Context: an optimization exercise on an open-source flow, tuned for a short achievable clock period and few clock cycles. The choices shown serve that exercise and are no tape-out recipe. Function was checked by simulation only, so behaviour that the tests miss may differ from the original. Power is estimated from default activity; no workload was simulated.

==> exp/willow <==
// mipsCore
module mipsCore
#(
  parameter int DATA_WIDTH = 32
) (
  input  logic                  clk,
  input  logic                  reset,
  output logic [DATA_WIDTH-1:0] pc,
  input  logic [31:0]           instr,
  output logic                  memWrite,
  output logic [DATA_WIDTH-1:0] aluOut,
  output logic [DATA_WIDTH-1:0] writeData,
  input  logic [DATA_WIDTH-1:0] readData
);
  logic [4:0]      destF;
  logic            aluSrcF, isLoadF, isStoreF, branchF, branchNeF, jumpF;
  logic [31:0]     immF, rdAF, rdBF;
  pipePkg::aluSelT aluF;
  logic [4:0]      destM;
  logic            wrM, isLoadM;
  logic [31:0]     aluOutM, writeDataM, valM;
  logic            memWriteM;
  controlDecoder u_dec (
    .instr(instr), .dest(destF), .aluSrc(aluSrcF), .imm(immF), .alu(aluF), .isLoad(isLoadF),
    .isStore(isStoreF), .branch(branchF), .branchNe(branchNeF), .jump(jumpF)
  );
  assign valM = isLoadM ? readData : aluOutM;
  regFile u_rf (
    .clk(clk), .we(wrM), .ra1(instr[25:21]), .ra2(instr[20:16]), .wa(destM), .wd(valM),
    .rd1(rdAF), .rd2(rdBF)
  );
  logic [4:0]      destD;
  ...
make LEC_CHECK=0 ABC_CLOCK_PERIOD_IN_PS=2500 CAP_MARGIN=20 CORE_MARGIN=2 CORE_UTILIZATION=40 SETUP_SLACK_MARGIN=5 SLEW_MARGIN=20 TNS_END_PERCENT=100 finish   # period 8.0 ns
run.sh (not shown) runs the stock make flow with config.mk's settings and CLKGATE_MAP_FILE= SYNTH_SCRIPT=/design/flow/synth_recipe.tcl, a recipe that flattens the netlist after the stock synthesis.
==> inputs of exp/amber, as changes to exp/willow <==
--- a/flow/design.v
+++ b/flow/design.v
@@ -148,16 +148,17 @@
 `default_nettype wire
 `timescale 1ns/1ps
 `default_nettype none
 module aluUnit
 (
   input  logic [31:0]     srcA,       
   input  logic [31:0]     bx,         
   input  logic [31:0]     aluOutM,    
+  input  logic [31:0]     aluOutMx,   
   input  logic [31:0]     readData,   
   input  logic            fAA,        
   input  logic            fAL,        
   input  logic            fBA,        
   input  logic            fBL,        
   input  logic            inv,        
   input  pipePkg::aluSelT alu,
   output logic [31:0]     result
@@ -168,27 +169,29 @@
   logic [31:0] arith [NADD];
   logic [NADD-1:0] sel;
   logic [31:0] invMask, fwdX, bothRes, opA, opB, logicRes, arithRes;
   logic        isArith;
   assign invMask = {32{inv}};
   assign aIn[0] = srcA;     assign bIn[0] = bx;
   assign aIn[1] = aluOutM;  assign bIn[1] = bx;
   assign aIn[2] = readData; assign bIn[2] = bx;
-  assign aIn[3] = srcA;     assign bIn[3] = aluOutM ^ invMask;
+  assign aIn[3] = srcA;     assign bIn[3] = aluOutMx;
   assign aIn[4] = srcA;     assign bIn[4] = readData ^ invMask;
   assign sel[0] = !fAA && !fAL && !fBA && !fBL;
   assign sel[1] = fAA && !fBA;
   assign sel[2] = fAL && !fBL;
   assign sel[3] = fBA && !fAA;
   assign sel[4] = fBL && !fAL;
   for (genvar i = 0; i < NADD; i++) begin : g_add
+    logic [33:0] wide;
     logic [32:0] sum;
     logic        lessSigned, lessUnsigned;
-    assign sum          = {1'b0, aIn[i]} + {1'b0, bIn[i]} + 33'(inv);
+    assign wide         = {1'b0, aIn[i], 1'b1} + {1'b0, bIn[i], inv};
+    assign sum          = wide[33:1];
     assign lessSigned   = (aIn[i][31] == bIn[i][31]) ? aIn[i][31] : sum[31];
     assign lessUnsigned = !sum[32];
     assign arith[i] = ({32{alu.add | alu.sub}} & sum[31:0])
                     | {31'd0, (alu.slt & lessSigned) | (alu.sltu & lessUnsigned)};
   end
   assign fwdX    = fAA ? aluOutM : readData;
   assign bothRes = {32{alu.add}} & {fwdX[30:0], 1'b0};
   always_comb begin
@@ -204,27 +207,26 @@
   assign isArith = alu.add || alu.sub || alu.slt || alu.sltu;
   assign result  = isArith ? arithRes : logicRes;
 endmodule
 `default_nettype wire
 `timescale 1ns/1ps
 `default_nettype none
 module branchUnit
 (
-  input  logic [31:0] p,          
-  input  logic [31:0] g,          
-  input  logic        carryIn,
-  input  logic        isAdd,      
-  input  logic [31:0] logicRes,   
+  input  logic [31:0] hiK,        
+  input  logic [31:0] loK,        
   input  logic [31:0] k,
   output logic [31:0] ok          
 );
-  logic [31:0] cIn;
-  assign cIn = {g[30:0] | (p[30:0] & ~k[30:0]), carryIn};
-  assign ok  = isAdd ? ~(p ^ k ^ cIn) : ~(logicRes ^ k);
+  logic [31:0] kPrev;
+  assign kPrev = {k[30:0], 1'b0};
+  for (genvar i = 0; i < 32; i++) begin : g_bit
+    assign ok[i] = kPrev[i] ? (k[i] ~^ hiK[i]) : (k[i] ~^ loK[i]);
+  end
 endmodule
 `default_nettype wire
 `timescale 1ns/1ps
 `default_nettype none
 module mipsCore
 #(
   parameter int DATA_WIDTH = 32
 ) (
@@ -318,52 +320,64 @@
       dMLdA  <= (stall ? dEA : depMAF) && isLoadE;
       dMLdB  <= (stall ? dEB : depMBF) && isLoadE;
     end
   end
   assign stall = branchD && (((dEA != dEB) && (slowE || fALE || fBLE)) ||
                              (!dEA && dMLdA) || (!dEB && dMLdB));
   assign opAD = dMAluA ? aluOutM : dMLdA ? readData : regAD;
   assign opBD = dMAluB ? aluOutM : dMLdB ? readData : regBD;
-  logic [31:0]     brAD, brBD, brAE, brBE, pE, gE, logicE, okEA, okEB, okD, okAll;
-  logic            isAddE, equalD, redirect;
+  logic [31:0]     brAD, brBD, brAE, brBE, pE, gE, logicE, hiKE, loKE;
+  logic [31:0]     okEA, okEB, okD;
+  logic            isAddE, allEA, allEB, allD, equalD, goEq, goNe;
   logic [31:0]     pcPlus4, pcSeq, pcTarget, branchTarget, jumpTarget;
+  logic [31:0]     aluOutMx;
   assign brAD = dMAluA ? aluOutM : regAD;
   assign brBD = dMAluB ? aluOutM : regBD;
   assign brAE = fAAE ? aluOutM : srcAE;
-  assign brBE = fBAE ? (aluOutM ^ {32{invE}}) : bxE;
+  assign brBE = fBAE ? aluOutMx : bxE;
   assign pE     = brAE ^ brBE;
   assign gE     = brAE & brBE;
   assign isAddE = aluE.add || aluE.sub;
   assign logicE = ({32{aluE.andOp}} & (brAE & brBE))
                 | ({32{aluE.orOp}}  & (brAE | brBE))
                 | ({32{aluE.xorOp}} & (brAE ^ brBE))
                 | ({32{aluE.norOp}} & ~(brAE | brBE));
-  branchUnit u_brA (
-    .p(pE), .g(gE), .carryIn(invE), .isAdd(isAddE), .logicRes(logicE), .k(brBD), .ok(okEB)
-  );
-  branchUnit u_brB (
-    .p(pE), .g(gE), .carryIn(invE), .isAdd(isAddE), .logicRes(logicE), .k(brAD), .ok(okEA)
-  );
+  assign hiKE   = isAddE ? (pE ^ {gE[30:0], invE}) : logicE;
+  assign loKE   = isAddE ? (pE ^ ({gE[30:0], invE} | {pE[30:0], invE})) : logicE;
+  branchUnit u_brA (.hiK(hiKE), .loK(loKE), .k(brBD), .ok(okEB));
+  branchUnit u_brB (.hiK(hiKE), .loK(loKE), .k(brAD), .ok(okEA));
   assign okD   = ~(brAD ^ brBD);
-  assign okAll = {32{dEA && dEB}}
-               | ({32{dEA && !dEB}} & okEB)
-               | ({32{!dEA && dEB}} & okEA)
-               | ({32{!dEA && !dEB}} & okD);
-  assign equalD   = &okAll;
-  assign redirect = jumpD || (branchD && !stall && (equalD ^ branchNeD));
+  assign allEA = &okEA;
+  assign allEB = &okEB;
+  assign allD  = &okD;
+  assign equalD = (dEA && dEB) || (dEA && !dEB && allEB) || (!dEA && dEB && allEA) ||
+                  (!dEA && !dEB && allD);
   assign pcPlus4      = {pc[31:2] + 30'd1, 2'b00};
   assign pcSeq        = stall ? pc : pcPlus4;
   assign branchTarget = {pc[31:2] + {{14{immD[15]}}, immD[15:0]}, 2'b00};
   assign jumpTarget   = {pc[31:28], targetD, 2'b00};
   assign pcTarget     = jumpD ? jumpTarget : branchTarget;
+  assign goEq   = jumpD || (branchD && !stall && !branchNeD);
+  assign goNe   = jumpD || (branchD && !stall && branchNeD);
+  logic [31:0] pcTgtR, pcSeqR;
+  logic        takenR;
   always_ff @(posedge clk or posedge reset) begin
-    if (reset) pc <= '0;
-    else       pc <= redirect ? pcTarget : pcSeq;
+    if (reset) begin
+      pcSeqR <= '0;
+      takenR <= 1'b0;
+    end else begin
+      pcSeqR <= pcSeq;
+      takenR <= equalD ? goEq : goNe;
+    end
+  end
+  always_ff @(posedge clk) begin
+    pcTgtR <= pcTarget;
   end
+  assign pc = takenR ? pcTgtR : pcSeqR;
   logic invD;
   assign invD = aluD.sub || aluD.slt || aluD.sltu;
   always_ff @(posedge clk or posedge reset) begin
     if (reset) begin
       destE    <= '0;
       wrE      <= 1'b0;
       isLoadE  <= 1'b0;
       isStoreE <= 1'b0;
@@ -395,17 +409,17 @@
     fALE    <= dEA && isLoadE;
     fBAE    <= dEB && !aluSrcD && !isLoadE;
     fBLE    <= dEB && !aluSrcD && isLoadE;
     fSAE    <= dEB && !isLoadE;
     fSLE    <= dEB && isLoadE;
   end
   logic [31:0] aluResE, storeDataE;
   aluUnit u_alu (
-    .srcA(srcAE), .bx(bxE), .aluOutM(aluOutM), .readData(readData), .fAA(fAAE), .fAL(fALE),
+    .srcA(srcAE), .bx(bxE), .aluOutM(aluOutM), .aluOutMx(aluOutMx), .readData(readData), .fAA(fAAE), .fAL(fALE),
     .fBA(fBAE), .fBL(fBLE), .inv(invE), .alu(aluE), .result(aluResE)
   );
   assign storeDataE = fSAE ? aluOutM : fSLE ? readData : storeE;
   always_ff @(posedge clk or posedge reset) begin
     if (reset) begin
       destM     <= '0;
       wrM       <= 1'b0;
       isLoadM   <= 1'b0;
@@ -414,15 +428,16 @@
       destM     <= destE;
       wrM       <= wrE;
       isLoadM   <= isLoadE;
       memWriteM <= isStoreE;
     end
   end
   always_ff @(posedge clk) begin
     aluOutM    <= aluResE;
+    aluOutMx   <= aluResE ^ {32{invD}};    
     writeDataM <= storeDataE;
   end
   assign memWrite  = memWriteM;
   assign aluOut    = aluOutM;
   assign writeData = writeDataM;
 endmodule
 `default_nettype wire
==> summary.txt <==
Result of the run: exp/willow complete, no violations; exp/amber complete, no violations
Input/output buffers: exp/willow 160; exp/amber 162
GPL Wtd Cong: exp/willow 0.965; exp/amber 1.01
Post-Place Cell Area: exp/willow 0.0883 mm²; exp/amber 0.0887 mm²
Well-tap cell count: exp/willow 2788; exp/amber 2805
Share of final-layout standard cells stronger than drive strength 1: exp/willow 29.1%; exp/amber 29.9%
Vias per inst: exp/willow 6.25; exp/amber 6.24
Longest individual stage delay on the worst path: exp/willow 0.41 ns; exp/amber 0.47 ns
Top Metal Used: exp/willow met4; exp/amber met5
Minimum clock period after layout: exp/willow 4.42 ns; exp/amber 3.90 ns
DRT iter0 DRCs: exp/willow 7472; exp/amber 7579
Critical path destination: exp/willow pc[26]$_DFFE_PP0P_; exp/amber aluOutMx[30]$_DFF_P_
Proportion of cell area occupied by registers: exp/willow 36.1%; exp/amber 36.9%
Syn Inst Count: exp/willow 7095; exp/amber 7047
Num Clock Sinks: exp/willow 1331; exp/amber 1396
Die ar.: exp/willow 0.212 mm²; exp/amber 0.213 mm²
Clock Power: exp/willow 7.07 mW; exp/amber 7.34 mW
Number of buffers inserted during clock tree synthesis: exp/willow 149; exp/amber 158
Final std cell area, no fill: exp/willow 0.104 mm²; exp/amber 0.105 mm²
RR Startpoint: exp/willow invE$_DFF_P_; exp/amber srcAE[7]$_DFF_P_
Die outline height: exp/willow 460 µm; exp/amber 462 µm
Testbench counts of exp/willow, summed over its fixed seeds: cycles 146,896.
Testbench counts of exp/amber, summed over its fixed seeds: cycles 146,896.

==> separate check: timing with driven ports <==
The results above use ideal ports. As a check the final layouts listed here were re-extracted and re-timed, cells and wires unchanged. Step 1: set_driving_cell puts a clkbuf_16 on clk and a buf_2 on each other input, an assumption about the parent block. Step 2 moves the port delays by t, midway between the first and last clock arrival at a register: inputs arrive t later, outputs are due t later. That takes back most of the time a late clock gives input paths. Slacks: ideal / step 1 / step 2; pairs: ideal / step 1.
| run | t, ns | setup WS [ns] | worst hold slack (ns) | slew at the worst register clock pin (ns) | worst data-port slew with drivers (ns) |
|---|---|---|---|---|---|
| exp/willow | 0.899 | 3.583 / 3.583 / 3.191 | 0.351 / 0.351 / 0.351 | 0.07 / 0.07 | 0.42 |
| exp/amber | 0.909 | 4.103 / 4.102 / 3.227 | 0.371 / 0.371 / 0.371 | 0.07 / 0.07 | 0.50 |
After both steps every run listed still meets setup and hold. For exp/amber, which loses most, drivers alone change the setup slack by -0.001 ns; drivers and shift together by -0.876 ns.
